Background: an optimization exercise with open tools, aiming at small area, a short achievable clock period and few clock cycles per item. Do not read the settings as production practice.
The RTL was checked by simulation tests, not by an equivalence proof against the original design.

## streaming_top_k_selector_core
module streaming_top_k_selector_core
(
    input  logic         clk,
    input  logic         rst_n,
    input  logic         cfg_we,
    input  logic [3:0]   cfg_wdata,
    input  logic         s_tvalid,
    output logic         s_tready,
    input  logic [31:0]  s_tdata,
    input  logic         s_tlast,
    output logic         m_tvalid,
    input  logic         m_tready,
    output logic [55:0]  m_tdata,
    output logic [0:0]   m_tuser,
    output logic         m_tlast
);
    localparam logic [17:0] POS_LIMIT = 18'h3FFFF;
    logic [2:0]  kc_cfg;         
    logic [7:0]  km_cfg;         
    logic [7:0]  s2_km;
    logic [17:0] pos_reg;        
    logic        first_reg;      
    logic        rdy_reg;        
    logic        go_reg;         
    logic        s2_v;
    logic        s2_last;
    logic [2:0]  s2_kc;
    logic [31:0] s2_nscore;      
    logic [7:0]  bt_raw;         
    logic [7:0]  bt_reg;         
    logic [31:0] nsc_reg [8];    
    logic [17:0] ix_reg [8];
    logic [7:0]  vld_reg;        
    logic        act_reg;        
    logic [7:0]  owed_reg;       
    logic [7:0]  ofil_reg;       
    logic [7:0]  ptr;            
    logic        adj_reg;
    logic        out_v;
    logic        out_last;
    logic        rdy_out;
    logic        out_v_out;
    logic        out_user;
    logic [49:0] out_data;
    always_comb
    begin
        for (int j = 0; j < 8; j++)
        begin
            km_cfg[j] = (3'(j) <= kc_cfg);
            s2_km[j]  = (3'(j) <= s2_kc);
        end
    end
    logic [7:0]  chain;
    logic [7:0]  at;
    logic [7:0]  sd;
    logic [7:0]  hold;
    logic        ins;
    logic        adj;
    logic        s2_end;
    always_comb
    begin
        bt_reg   = bt_raw & {8{go_reg}};
        chain[0] = 1'b0;
        for (int m = 1; m < 8; m++)
        begin
            chain[m] = chain[m-1] || bt_reg[m-1];
        end
        ins = |bt_reg;
        for (int j = 0; j < 8; j++)
        begin
            ptr[j]   = owed_reg[j] && (j == 0 ? 1'b1 : !owed_reg[(j > 0) ? j - 1 : 0]);
        end
  ...
make LEC_CHECK=0 CAP_MARGIN=20 CORE_MARGIN=2 CORE_UTILIZATION=40 CTS_BUF_LIST='sky130_fd_sc_hd__clkbuf_8 sky130_fd_sc_hd__clkbuf_16' CTS_CLUSTER_DIAMETER=120 CTS_CLUSTER_SIZE=25 PLACE_DENSITY=0.6 SETUP_SLACK_MARGIN=3.6 SLEW_MARGIN=20 finish   # period 6.0 ns
run.sh (not shown) runs the stock make flow with config.mk's settings and CLKGATE_MAP_FILE= SYNTH_SCRIPT=/design/flow/synth_recipe.tcl, a recipe that flattens the netlist after the stock synthesis.
The starting point completed with no timing, DRC or antenna violations.
Testbench counts at the start, summed over its fixed seeds: cycles 20,684, items 20,354.
Rerun with:
Settings changed: SETUP_SLACK_MARGIN 3.6 to 3.5.
After rerunning: Via count went down by 2.9%. Design area went down by 4.6%. Sequential share of layout area went up by 1.8 points.
Rerun with:
Settings changed: CORE_UTILIZATION 40 to 50, PLACE_DENSITY 0.6 to 0.7.
The changed run completed with no timing, DRC or antenna violations.
Non-clock buffer count decreases by 3.
Sequential share of layout area rose by 0.15 points.
Synthesized area is unchanged.
Count of clock-buffer cells in the layout shrinks by 4.
Die area is lower by 20%.

========
## old
streaming_top_k_selector_core again, from the RTL that the note above started with.
Settings: LEC_CHECK=0, CAP_MARGIN=20, CORE_MARGIN=2, CORE_UTILIZATION=40, CTS_BUF_LIST=sky130_fd_sc_hd__clkbuf_4 sky130_fd_sc_hd__clkbuf_8, PLACE_DENSITY=0.6, SETUP_SLACK_MARGIN=3.5, SLEW_MARGIN=20; clock period 6.0 ns.
old did not stop at any stage, and its layout met the timing, DRC and antenna checks.
Testbench counts of old, summed over its fixed seeds: cycles 20,684, items 20,354.
Input changes introduced in new (baseline for comparison: old):
Settings: an added CTS_CLUSTER_SIZE of 20; an added CTS_CLUSTER_DIAMETER of 100; a change of CTS_BUF_LIST from sky130_fd_sc_hd__clkbuf_4 sky130_fd_sc_hd__clkbuf_8 to sky130_fd_sc_hd__clkbuf_8 sky130_fd_sc_hd__clkbuf_16.
Clock-buffer cell count (old / new): 4.2
Changes observed in new relative to old: number of global-route vias before repair lower; slew at the pin closest to its max-slew limit higher; number of stages on the worst setup path higher; number of buffers created by CTS lower.
new reports a lower number of nets in the final layout than old does.

## afterwards: timing with drivers on the ports
The results above use ideal ports. As a check the final layouts listed here were re-extracted and re-timed, cells and wires unchanged.
Step 1: set_driving_cell puts a clkbuf_16 on clk and a buf_2 on each other input, an assumption about the parent block.
Step 2 moves the port delays by t, midway between the first and last clock arrival at a register: inputs arrive t later, outputs are due t later. That takes back most of the time a late clock gives input paths.
Slacks: no drivers / after step 1 / after step 2; pairs: no drivers / after step 1.
run	shift t [ns]	setup WS [ns]	worst register clock-pin slew, ns	worst data-port slew with drivers (ns)
the first run of note 1	0.689	3.166 / 3.186 / 2.497	0.12 / 0.12	0.07
the second run of note 1	0.687	3.270 / 3.281 / 2.597	0.11 / 0.11	0.10
the third run of note 1	0.685	3.180 / 3.180 / 2.509	0.12 / 0.12	0.14
old	0.788	3.339 / 3.344 / 2.567	0.07 / 0.07	0.10
new	0.659	3.211 / 3.205 / 2.546	0.10 / 0.10	0.15
After both steps setup and hold are still met in every run listed. The setup slack of old, which loses most, moves by +0.005 ns with the drivers and by -0.772 ns with both steps.
